This is an optimization exercise on Yosys and OpenROAD, whose aim is small area and a short achievable clock period, not a production implementation.
At most, simulation tests tie the RTL to the original design; equivalence was not proved.
The flow treats the clock pin as an ideal source, which a real chip does not have.
Power figures rest on the tool's default switching activity, not on a simulated workload.

==> inputs of try-cedar <==
==> flow/design.v <==
package benes_cfg_sequencer_pkg;
   localparam int SIZE       = 32;
   localparam int SWITCH_NUM = SIZE / 2;
   localparam int STAGE_NUM  = 2 * $clog2(SIZE) - 1;
   localparam int CFG_DEPTH  = 16;
   localparam int AW         = $clog2(CFG_DEPTH);
   localparam int SW         = $clog2(STAGE_NUM);
   localparam int CW         = SWITCH_NUM * STAGE_NUM;
   localparam int SEL_COPIES = 3;
   localparam logic [1:0] ST_IDLE  = 2'd0;
   localparam logic [1:0] ST_RUN   = 2'd1;
   localparam logic [1:0] ST_FLUSH = 2'd2;
endpackage
module benes_cfg_sequencer_ram
(
   input  logic                                              clk,
   input  logic                                              rst_n,
   input  logic                                              wr_en,
   input  logic [benes_cfg_sequencer_pkg::AW-1:0]            wr_idx,
   input  logic [benes_cfg_sequencer_pkg::SW-1:0]            wr_stage,
   input  logic [benes_cfg_sequencer_pkg::SWITCH_NUM-1:0]    wr_data,
   input  logic [benes_cfg_sequencer_pkg::SEL_COPIES*benes_cfg_sequencer_pkg::CFG_DEPTH-1:0] rd_gsel,
   input  logic                                              rd_hold,
   output logic [benes_cfg_sequencer_pkg::CW-1:0]            rd_data
);
   localparam int SWITCH_NUM = benes_cfg_sequencer_pkg::SWITCH_NUM;
   localparam int STAGE_NUM  = benes_cfg_sequencer_pkg::STAGE_NUM;
   localparam int CFG_DEPTH  = benes_cfg_sequencer_pkg::CFG_DEPTH;
   localparam int CW         = benes_cfg_sequencer_pkg::CW;
   logic [CW-1:0] rd_data_d;
   logic [CW-1:0] rd_data_q;
   localparam int NSEL       = benes_cfg_sequencer_pkg::SEL_COPIES;
   genvar e, s;
   generate
      for (s = 0; s < STAGE_NUM; s = s + 1) begin : g_stage
         localparam int G = (s * NSEL) / STAGE_NUM;
         logic [SWITCH_NUM-1:0] mem [CFG_DEPTH];
         logic [SWITCH_NUM-1:0] sel_or [CFG_DEPTH+1];
         assign sel_or[0] = rd_data_q[CW-1-SWITCH_NUM*s -: SWITCH_NUM] & {SWITCH_NUM{rd_hold}};
         for (e = 0; e < CFG_DEPTH; e = e + 1) begin : g_entry
            always_ff @(posedge clk) begin
               if (wr_en && (wr_idx == e) && (wr_stage == s)) begin
                  mem[e] <= wr_data;
               end
            end
            assign sel_or[e+1] = sel_or[e] | (mem[e] & {SWITCH_NUM{rd_gsel[G*CFG_DEPTH+e]}});
         end
         assign rd_data_d[CW-1-SWITCH_NUM*s -: SWITCH_NUM] = sel_or[CFG_DEPTH];
      end
   endgenerate
   always_ff @(posedge clk or negedge rst_n) begin
      if (!rst_n) begin
         rd_data_q <= '0;
      end else begin
         rd_data_q <= rd_data_d;
      end
   end
   assign rd_data = rd_data_q;
endmodule
module benes_cfg_sequencer
(
   input  logic                                              clk,
   input  logic                                              rst_n,
   input  logic                                              i_cfg_wr_en,
   input  logic [benes_cfg_sequencer_pkg::AW-1:0]            i_cfg_wr_idx,
   input  logic [benes_cfg_sequencer_pkg::SW-1:0]            i_cfg_wr_stage,
   input  logic [benes_cfg_sequencer_pkg::SWITCH_NUM-1:0]    i_cfg_wr_data,
   input  logic                                              i_cmd_valid,
   output logic                                              o_cmd_ready,
   input  logic [benes_cfg_sequencer_pkg::AW-1:0]            i_cmd_base,
   input  logic [benes_cfg_sequencer_pkg::AW:0]              i_cmd_len,
   input  logic                                              i_advance,
   input  logic                                              i_abort,
   output logic [benes_cfg_sequencer_pkg::CW-1:0]            o_switch_set,
   output logic                                              o_cfg_valid,
   output logic [benes_cfg_sequencer_pkg::AW-1:0]            o_cfg_idx,
   output logic                                              o_done,
   output logic                                              o_busy
);
   localparam int         AW       = benes_cfg_sequencer_pkg::AW;
   localparam logic [1:0] ST_IDLE  = benes_cfg_sequencer_pkg::ST_IDLE;
   localparam logic [1:0] ST_RUN   = benes_cfg_sequencer_pkg::ST_RUN;
   localparam logic [1:0] ST_FLUSH = benes_cfg_sequencer_pkg::ST_FLUSH;
   logic [1:0]       state_d,     state_q;
   logic [AW-1:0]    rd_ptr_d,    rd_ptr_q;
   localparam int NSEL      = benes_cfg_sequencer_pkg::SEL_COPIES;
   localparam int DEPTH     = benes_cfg_sequencer_pkg::CFG_DEPTH;
   logic [NSEL*DEPTH-1:0] rd_sel_d, rd_sel_q;
   logic [AW:0]      remain_d,    remain_q;
   logic             cfg_valid_d, cfg_valid_q;
   logic [AW-1:0]    cfg_idx_d,   cfg_idx_q;
   logic             done_d,      done_q;
   logic             busy_d,      busy_q;
   logic             cmd_ready_d, cmd_ready_q;
   logic             rd_en;
   logic             accept;
   assign rd_en  = (state_q == ST_RUN) && i_advance;
   assign accept = i_cmd_valid && cmd_ready_q;
   benes_cfg_sequencer_ram u_ram (
      .clk      (clk),
      .rst_n    (rst_n),
      .wr_en    (i_cfg_wr_en),
      .wr_idx   (i_cfg_wr_idx),
      .wr_stage (i_cfg_wr_stage),
      .wr_data  (i_cfg_wr_data),
      .rd_gsel  (rd_sel_q & {NSEL*DEPTH{rd_en}}),
      .rd_hold  (!rd_en),
      .rd_data  (o_switch_set)
   );
   always_comb begin
      state_d     = state_q;
      rd_ptr_d    = rd_ptr_q;
      rd_sel_d    = rd_sel_q;
      remain_d    = remain_q;
      cfg_valid_d = rd_en;
      cfg_idx_d   = rd_en ? rd_ptr_q : cfg_idx_q;
      done_d      = 1'b0;
      case (state_q)
         ST_IDLE: begin
            if (accept) begin
               rd_ptr_d = i_cmd_base;
               rd_sel_d = '0;
               for (int g = 0; g < NSEL; g++) rd_sel_d[g*DEPTH + i_cmd_base] = 1'b1;
               remain_d = i_cmd_len;
               if (i_cmd_len == '0) begin
                  state_d = ST_FLUSH;
                  done_d  = 1'b1;
               end else begin
                  state_d = ST_RUN;
               end
            end
         end
         ST_RUN: begin
            if (rd_en) begin
               rd_ptr_d = rd_ptr_q + 1'b1;
               for (int g = 0; g < NSEL; g++)
                  rd_sel_d[g*DEPTH +: DEPTH] = {rd_sel_q[g*DEPTH +: DEPTH-1], rd_sel_q[g*DEPTH + DEPTH-1]};
               remain_d = remain_q - 1'b1;
               if (remain_q == (AW+1)'(1)) begin
                  state_d = ST_FLUSH;
                  done_d  = 1'b1;
               end
            end
            if (i_abort) begin
               state_d = ST_IDLE;
               done_d  = 1'b0;
            end
         end
         ST_FLUSH: begin
            state_d = ST_IDLE;
         end
         default: begin
            state_d = ST_IDLE;
         end
      endcase
      busy_d      = (state_d != ST_IDLE);
      cmd_ready_d = (state_d == ST_IDLE);
   end
   always_ff @(posedge clk or negedge rst_n) begin
      if (!rst_n) begin
         state_q     <= ST_IDLE;
         rd_ptr_q    <= '0;
         rd_sel_q    <= {NSEL{16'd1}};
         remain_q    <= '0;
         cfg_valid_q <= 1'b0;
         cfg_idx_q   <= '0;
         done_q      <= 1'b0;
         busy_q      <= 1'b0;
         cmd_ready_q <= 1'b1;
      end else begin
         state_q     <= state_d;
         rd_ptr_q    <= rd_ptr_d;
         rd_sel_q    <= rd_sel_d;
         remain_q    <= remain_d;
         cfg_valid_q <= cfg_valid_d;
         cfg_idx_q   <= cfg_idx_d;
         done_q      <= done_d;
         busy_q      <= busy_d;
         cmd_ready_q <= cmd_ready_d;
      end
   end
   assign o_cfg_valid = cfg_valid_q;
   assign o_cfg_idx   = cfg_idx_q;
   assign o_done      = done_q;
   assign o_busy      = busy_q;
   assign o_cmd_ready = cmd_ready_q;
endmodule
==> flow/run.sh <==
#!/bin/bash
# synth_recipe.tcl (not shown) runs the flow's synth.tcl, then flattens the netlist and writes it again
# the make line also repeats each setting of config.mk as NAME=value (left out here)
make -C /OpenROAD-flow-scripts/flow DESIGN_CONFIG=/design/flow/config.mk WORK_HOME=/design/flow/orfs CLKGATE_MAP_FILE= SYNTH_SCRIPT=/design/flow/synth_recipe.tcl finish
==> flow/config.mk <==
export PLATFORM = sky130hd
export DESIGN_NAME = benes_cfg_sequencer
export DESIGN_NICKNAME = benes_cfg_sequencer
export VERILOG_FILES = /design/flow/design.v
export SDC_FILE = /design/flow/constraint.sdc
export NUM_CORES = 4
export LEC_CHECK = 0
export CAP_MARGIN = 20
export CORE_MARGIN = 2
export CORE_UTILIZATION = 60
export CTS_CLUSTER_DIAMETER = 50
export CTS_CLUSTER_SIZE = 25
export SETUP_SLACK_MARGIN = 1.3
export SLEW_MARGIN = 20
==> flow/constraint.sdc <==
create_clock -name core_clock -period 3.0 [get_ports {clk}]
set_input_delay 0.6000 -clock core_clock [delete_from_list [all_inputs] [get_ports {clk}]]
set_output_delay 0.6000 -clock core_clock [all_outputs]
set_load 0.01 [all_outputs]
==> inputs of try-xenon, as changes to try-cedar <==
--- a/flow/design.v
+++ b/flow/design.v
@@ -6,7 +6,7 @@
    localparam int AW         = $clog2(CFG_DEPTH);
    localparam int SW         = $clog2(STAGE_NUM);
    localparam int CW         = SWITCH_NUM * STAGE_NUM;
-   localparam int SEL_COPIES = 3;
+   localparam int SEL_COPIES = 9;
    localparam logic [1:0] ST_IDLE  = 2'd0;
    localparam logic [1:0] ST_RUN   = 2'd1;
    localparam logic [1:0] ST_FLUSH = 2'd2;
@@ -78,24 +78,40 @@
    output logic                                              o_busy
 );
    localparam int         AW       = benes_cfg_sequencer_pkg::AW;
+   localparam int         DEPTH    = benes_cfg_sequencer_pkg::CFG_DEPTH;
+   localparam int         NSEL     = benes_cfg_sequencer_pkg::SEL_COPIES;
    localparam logic [1:0] ST_IDLE  = benes_cfg_sequencer_pkg::ST_IDLE;
    localparam logic [1:0] ST_RUN   = benes_cfg_sequencer_pkg::ST_RUN;
    localparam logic [1:0] ST_FLUSH = benes_cfg_sequencer_pkg::ST_FLUSH;
    logic [1:0]       state_d,     state_q;
    logic [AW-1:0]    rd_ptr_d,    rd_ptr_q;
-   localparam int NSEL      = benes_cfg_sequencer_pkg::SEL_COPIES;
-   localparam int DEPTH     = benes_cfg_sequencer_pkg::CFG_DEPTH;
-   logic [NSEL*DEPTH-1:0] rd_sel_d, rd_sel_q;
    logic [AW:0]      remain_d,    remain_q;
    logic             cfg_valid_d, cfg_valid_q;
    logic [AW-1:0]    cfg_idx_d,   cfg_idx_q;
    logic             done_d,      done_q;
    logic             busy_d,      busy_q;
-   logic             cmd_ready_d, cmd_ready_q;
+   logic [NSEL*DEPTH-1:0] rd_sel_d, rd_sel_q;
+   logic [DEPTH-1:0]      base_hot;
    logic             rd_en;
    logic             accept;
-   assign rd_en  = (state_q == ST_RUN) && i_advance;
-   assign accept = i_cmd_valid && cmd_ready_q;
+   logic             sel_hold;
+   assign rd_en    = (state_q == ST_RUN) && i_advance;
+   assign accept   = i_cmd_valid && !busy_q;
+   assign sel_hold = !(accept || rd_en);
+   always_comb begin
+      base_hot             = '0;
+      base_hot[i_cmd_base] = 1'b1;
+   end
+   genvar g;
+   generate
+      for (g = 0; g < NSEL; g = g + 1) begin : g_sel
+         logic [DEPTH-1:0] cur;
+         assign cur = rd_sel_q[g*DEPTH +: DEPTH];
+         assign rd_sel_d[g*DEPTH +: DEPTH] = (base_hot & {DEPTH{accept}})
+                                           | ({cur[DEPTH-2:0], cur[DEPTH-1]} & {DEPTH{rd_en}})
+                                           | (cur & {DEPTH{sel_hold}});
+      end
+   endgenerate
    benes_cfg_sequencer_ram u_ram (
       .clk      (clk),
       .rst_n    (rst_n),
@@ -110,7 +126,6 @@
    always_comb begin
       state_d     = state_q;
       rd_ptr_d    = rd_ptr_q;
-      rd_sel_d    = rd_sel_q;
       remain_d    = remain_q;
       cfg_valid_d = rd_en;
       cfg_idx_d   = rd_en ? rd_ptr_q : cfg_idx_q;
@@ -119,8 +134,6 @@
          ST_IDLE: begin
             if (accept) begin
                rd_ptr_d = i_cmd_base;
-               rd_sel_d = '0;
-               for (int g = 0; g < NSEL; g++) rd_sel_d[g*DEPTH + i_cmd_base] = 1'b1;
                remain_d = i_cmd_len;
                if (i_cmd_len == '0) begin
                   state_d = ST_FLUSH;
@@ -133,8 +146,6 @@
          ST_RUN: begin
             if (rd_en) begin
                rd_ptr_d = rd_ptr_q + 1'b1;
-               for (int g = 0; g < NSEL; g++)
-                  rd_sel_d[g*DEPTH +: DEPTH] = {rd_sel_q[g*DEPTH +: DEPTH-1], rd_sel_q[g*DEPTH + DEPTH-1]};
                remain_d = remain_q - 1'b1;
                if (remain_q == (AW+1)'(1)) begin
                   state_d = ST_FLUSH;
@@ -154,19 +165,17 @@
          end
       endcase
       busy_d      = (state_d != ST_IDLE);
-      cmd_ready_d = (state_d == ST_IDLE);
    end
    always_ff @(posedge clk or negedge rst_n) begin
       if (!rst_n) begin
          state_q     <= ST_IDLE;
          rd_ptr_q    <= '0;
-         rd_sel_q    <= {NSEL{16'd1}};
+         rd_sel_q    <= '0;
          remain_q    <= '0;
          cfg_valid_q <= 1'b0;
          cfg_idx_q   <= '0;
          done_q      <= 1'b0;
          busy_q      <= 1'b0;
-         cmd_ready_q <= 1'b1;
       end else begin
          state_q     <= state_d;
          rd_ptr_q    <= rd_ptr_d;
@@ -176,12 +185,11 @@
          cfg_idx_q   <= cfg_idx_d;
          done_q      <= done_d;
          busy_q      <= busy_d;
-         cmd_ready_q <= cmd_ready_d;
       end
    end
    assign o_cfg_valid = cfg_valid_q;
    assign o_cfg_idx   = cfg_idx_q;
    assign o_done      = done_q;
    assign o_busy      = busy_q;
-   assign o_cmd_ready = cmd_ready_q;
+   assign o_cmd_ready = !busy_q;
 endmodule
==> flow/flow/run.sh (new file) <==
#!/bin/bash
# Own layout flow: the standard ORFS flow (standard.sh, its synthesis unchanged) with
#  - a clock tree built without dummy balancing loads, with larger sink clusters,
#  - the clock root buffer split into quadrant copies fed from the clock port (post_cts.tcl),
#    so every register's clock arrives through one fewer heavily loaded stage, and
#  - the setup repair margin applied only after CTS, once clock latencies are real.
# make's output goes to standard.log; each tool's full log is under orfs/logs/.
set -euo pipefail
here=$(cd "$(dirname "${BASH_SOURCE[0]}")" && pwd)
export OWN_FLOW_DIR=$here
export CTS_ARGS="-sink_clustering_enable -repair_clock_nets -dont_use_dummy_load -sink_clustering_size 25 -sink_clustering_max_diameter 50"
export SKIP_CTS_REPAIR_TIMING=1
export POST_CTS_TCL=$here/post_cts.tcl
export PRE_GLOBAL_ROUTE_TCL=$here/margin.tcl
bash standard.sh > standard.log 2>&1
==> flow/flow/margin.tcl (new file) <==
set ::env(SETUP_SLACK_MARGIN) 1.2
==> flow/flow/post_cts.tcl (new file) <==
# After CTS: split the clock root, then the setup/hold repair that cts.tcl was told to skip.
source $::env(OWN_FLOW_DIR)/split_root.tcl
source $::env(OWN_FLOW_DIR)/margin.tcl
split_clock_root
detailed_placement
estimate_parasitics -placement
report_clock_skew
repair_timing_helper
detailed_placement
check_placement -verbose
report_worst_slack
==> flow/flow/split_root.tcl (new file) <==
# Splits the clock root buffer into up to four copies, each driving the root's loads in one
# quadrant around their centroid and each fed straight from the clock port. Every register
# keeps the same number of buffers to the port; only the root stage gets lighter.
proc split_clock_root {} {
  set block [ord::get_db_block]
  set clk [$block findNet clk]
  set roots {}
  foreach it [$clk getITerms] {
    if {[$it isInputSignal]} { lappend roots [$it getInst] }
  }
  if {[llength $roots] != 1} {
    puts "split_clock_root: [llength $roots] cells on the clock port, left as is"
    return
  }
  set root [lindex $roots 0]
  set master [$root getMaster]
  set onet [[$root findITerm X] getNet]
  set loads {}
  set sx 0; set sy 0
  foreach it [$onet getITerms] {
    if {[$it isInputSignal]} {
      set loc [[$it getInst] getLocation]
      lappend loads [list $it [lindex $loc 0] [lindex $loc 1]]
      set sx [expr {$sx + [lindex $loc 0]}]; set sy [expr {$sy + [lindex $loc 1]}]
    }
  }
  set n [llength $loads]
  if {$n < 8} { puts "split_clock_root: root drives $n loads, left as is"; return }
  set cx [expr {$sx / $n}]; set cy [expr {$sy / $n}]
  array set grp {}
  foreach l $loads {
    set q [expr {([lindex $l 1] >= $cx) + 2 * ([lindex $l 2] >= $cy)}]
    lappend grp($q) $l
  }
  set first 1
  set k 0
  foreach q [lsort [array names grp]] {
    set mx 0; set my 0
    foreach l $grp($q) { set mx [expr {$mx + [lindex $l 1]}]; set my [expr {$my + [lindex $l 2]}] }
    set m [llength $grp($q)]
    set mx [expr {$mx / $m}]; set my [expr {$my / $m}]
    if {$first} {
      set buf $root
      set net $onet
      set first 0
    } else {
      set buf [odb::dbInst_create $block $master "[$root getName]_q$k"]
      set net [odb::dbNet_create $block "[$onet getName]_q$k"]
      $net setSigType CLOCK
      [$buf findITerm A] connect $clk
      [$buf findITerm X] connect $net
      foreach l $grp($q) {
        set it [lindex $l 0]
        $it disconnect
        $it connect $net
      }
    }
    $buf setLocation $mx $my
    $buf setPlacementStatus PLACED
    puts "split_clock_root: [$buf getName] drives $m loads at [expr {$mx/1000.0}] [expr {$my/1000.0}]"
    incr k
  }
}
==> flow/standard.sh (new file) <==
#!/bin/bash
# synth_recipe.tcl (not shown) runs the flow's synth.tcl, then flattens the netlist and writes it again
# the make line also repeats each setting of config.mk as NAME=value (left out here)
make -C /OpenROAD-flow-scripts/flow DESIGN_CONFIG=/design/flow/config.mk WORK_HOME=/design/flow/orfs CLKGATE_MAP_FILE= SYNTH_SCRIPT=/design/flow/synth_recipe.tcl "${@:-finish}"
CTS_CLUSTER_DIAMETER = not set   (was 50)
CTS_CLUSTER_SIZE = not set   (was 25)
SETUP_SLACK_MARGIN = not set   (was 1.3)
removed: flow/run.sh
==> inputs of try-ember, as changes to try-cedar <==
--- a/flow/design.v
+++ b/flow/design.v
@@ -6,7 +6,6 @@
    localparam int AW         = $clog2(CFG_DEPTH);
    localparam int SW         = $clog2(STAGE_NUM);
    localparam int CW         = SWITCH_NUM * STAGE_NUM;
-   localparam int SEL_COPIES = 3;
    localparam logic [1:0] ST_IDLE  = 2'd0;
    localparam logic [1:0] ST_RUN   = 2'd1;
    localparam logic [1:0] ST_FLUSH = 2'd2;
@@ -19,8 +18,8 @@
    input  logic [benes_cfg_sequencer_pkg::AW-1:0]            wr_idx,
    input  logic [benes_cfg_sequencer_pkg::SW-1:0]            wr_stage,
    input  logic [benes_cfg_sequencer_pkg::SWITCH_NUM-1:0]    wr_data,
-   input  logic [benes_cfg_sequencer_pkg::SEL_COPIES*benes_cfg_sequencer_pkg::CFG_DEPTH-1:0] rd_gsel,
-   input  logic                                              rd_hold,
+   input  logic                                              rd_en,
+   input  logic [benes_cfg_sequencer_pkg::AW-1:0]            rd_idx,
    output logic [benes_cfg_sequencer_pkg::CW-1:0]            rd_data
 );
    localparam int SWITCH_NUM = benes_cfg_sequencer_pkg::SWITCH_NUM;
@@ -29,23 +28,21 @@
    localparam int CW         = benes_cfg_sequencer_pkg::CW;
    logic [CW-1:0] rd_data_d;
    logic [CW-1:0] rd_data_q;
-   localparam int NSEL       = benes_cfg_sequencer_pkg::SEL_COPIES;
-   genvar e, s;
+   genvar s;
    generate
       for (s = 0; s < STAGE_NUM; s = s + 1) begin : g_stage
-         localparam int G = (s * NSEL) / STAGE_NUM;
-         logic [SWITCH_NUM-1:0] mem [CFG_DEPTH];
-         logic [SWITCH_NUM-1:0] sel_or [CFG_DEPTH+1];
-         assign sel_or[0] = rd_data_q[CW-1-SWITCH_NUM*s -: SWITCH_NUM] & {SWITCH_NUM{rd_hold}};
-         for (e = 0; e < CFG_DEPTH; e = e + 1) begin : g_entry
-            always_ff @(posedge clk) begin
-               if (wr_en && (wr_idx == e) && (wr_stage == s)) begin
-                  mem[e] <= wr_data;
-               end
+         logic [SWITCH_NUM-1:0] mem [0:CFG_DEPTH-1];
+         always_ff @(posedge clk) begin
+            if (wr_en && (wr_stage == s)) begin
+               mem[wr_idx] <= wr_data;
             end
-            assign sel_or[e+1] = sel_or[e] | (mem[e] & {SWITCH_NUM{rd_gsel[G*CFG_DEPTH+e]}});
          end
-         assign rd_data_d[CW-1-SWITCH_NUM*s -: SWITCH_NUM] = sel_or[CFG_DEPTH];
+         always_comb begin
+            rd_data_d[CW-1-SWITCH_NUM*s -: SWITCH_NUM] = rd_data_q[CW-1-SWITCH_NUM*s -: SWITCH_NUM];
+            if (rd_en) begin
+               rd_data_d[CW-1-SWITCH_NUM*s -: SWITCH_NUM] = mem[rd_idx];
+            end
+         end
       end
    endgenerate
    always_ff @(posedge clk or negedge rst_n) begin
@@ -83,9 +80,6 @@
    localparam logic [1:0] ST_FLUSH = benes_cfg_sequencer_pkg::ST_FLUSH;
    logic [1:0]       state_d,     state_q;
    logic [AW-1:0]    rd_ptr_d,    rd_ptr_q;
-   localparam int NSEL      = benes_cfg_sequencer_pkg::SEL_COPIES;
-   localparam int DEPTH     = benes_cfg_sequencer_pkg::CFG_DEPTH;
-   logic [NSEL*DEPTH-1:0] rd_sel_d, rd_sel_q;
    logic [AW:0]      remain_d,    remain_q;
    logic             cfg_valid_d, cfg_valid_q;
    logic [AW-1:0]    cfg_idx_d,   cfg_idx_q;
@@ -103,14 +97,13 @@
       .wr_idx   (i_cfg_wr_idx),
       .wr_stage (i_cfg_wr_stage),
       .wr_data  (i_cfg_wr_data),
-      .rd_gsel  (rd_sel_q & {NSEL*DEPTH{rd_en}}),
-      .rd_hold  (!rd_en),
+      .rd_en    (rd_en),
+      .rd_idx   (rd_ptr_q),
       .rd_data  (o_switch_set)
    );
    always_comb begin
       state_d     = state_q;
       rd_ptr_d    = rd_ptr_q;
-      rd_sel_d    = rd_sel_q;
       remain_d    = remain_q;
       cfg_valid_d = rd_en;
       cfg_idx_d   = rd_en ? rd_ptr_q : cfg_idx_q;
@@ -119,8 +112,6 @@
          ST_IDLE: begin
             if (accept) begin
                rd_ptr_d = i_cmd_base;
-               rd_sel_d = '0;
-               for (int g = 0; g < NSEL; g++) rd_sel_d[g*DEPTH + i_cmd_base] = 1'b1;
                remain_d = i_cmd_len;
                if (i_cmd_len == '0) begin
                   state_d = ST_FLUSH;
@@ -133,8 +124,6 @@
          ST_RUN: begin
             if (rd_en) begin
                rd_ptr_d = rd_ptr_q + 1'b1;
-               for (int g = 0; g < NSEL; g++)
-                  rd_sel_d[g*DEPTH +: DEPTH] = {rd_sel_q[g*DEPTH +: DEPTH-1], rd_sel_q[g*DEPTH + DEPTH-1]};
                remain_d = remain_q - 1'b1;
                if (remain_q == (AW+1)'(1)) begin
                   state_d = ST_FLUSH;
@@ -160,7 +149,6 @@
       if (!rst_n) begin
          state_q     <= ST_IDLE;
          rd_ptr_q    <= '0;
-         rd_sel_q    <= {NSEL{16'd1}};
          remain_q    <= '0;
          cfg_valid_q <= 1'b0;
          cfg_idx_q   <= '0;
@@ -170,7 +158,6 @@
       end else begin
          state_q     <= state_d;
          rd_ptr_q    <= rd_ptr_d;
-         rd_sel_q    <= rd_sel_d;
          remain_q    <= remain_d;
          cfg_valid_q <= cfg_valid_d;
          cfg_idx_q   <= cfg_idx_d;
CORE_UTILIZATION = 40   (was 60)
CTS_CLUSTER_DIAMETER = not set   (was 50)
CTS_CLUSTER_SIZE = not set   (was 25)
SETUP_SLACK_MARGIN = not set   (was 1.3)
==> summary of the runs <==
- The highest global-route usage belongs to try-cedar, the lowest to try-ember.
- Routed wire length, highest first: try-cedar, try-xenon, try-ember.
- The highest flip-flop and latch count belongs to try-xenon, the lowest to try-ember.
- Die area: try-cedar < try-xenon < try-ember.
- Of try-cedar and try-ember, try-cedar has the higher non-clock buffer count (gap 566).
- Critical path depth: try-cedar is lower than try-xenon (2).
- Sequential share of layout area: try-cedar is lower than try-ember (2.7 points).
- In try-cedar the combinational power is larger than in try-ember, by 77%.
- Sequential power: try-ember < try-cedar < try-xenon.
For try-cedar, only the layout was checked, not whether the RTL still works.

## what the ideal ports hide
The results above use ideal ports. As a check the final layouts listed here were re-extracted and re-timed, cells and wires unchanged. Step 1 (the two cells are an assumption about what drives the block):
set clk [get_ports {clk}]
set_driving_cell -lib_cell sky130_fd_sc_hd__clkbuf_16 $clk
set_driving_cell -lib_cell sky130_fd_sc_hd__buf_2 [delete_from_list [all_inputs] $clk]
Step 2 adds t to the input delays and takes it off the output delays; t is the mean of the earliest and latest rising clock arrival at the registers after step 1. Input paths then give back, and output paths get back, about the clock's delay inside the block. a / b / c = ideal ports / drivers / drivers and shift; a / b = the first two.
run	t, ns	slack for setup (ns)	hold slack, ns	worst setup path after step 2	latest minus earliest clock arrival (ns)
try-cedar	0.914	0.775 / 0.692 / 0.244	0.051 / -0.003 / 0.470	input to register	0.048 / 0.049
try-xenon	0.758	1.168 / 1.020 / 0.488	0.303 / 0.149 / 0.473	input to register	0.092 / 0.093
try-ember	0.951	0.272 / 0.181 / -0.333	0.159 / 0.096 / 0.475	input to register	0.063 / 0.063
Met with ideal ports but missed after step 2: setup timing in try-ember. For try-xenon, which loses most, drivers alone change the setup slack by -0.148 ns; drivers and shift together by -0.680 ns.
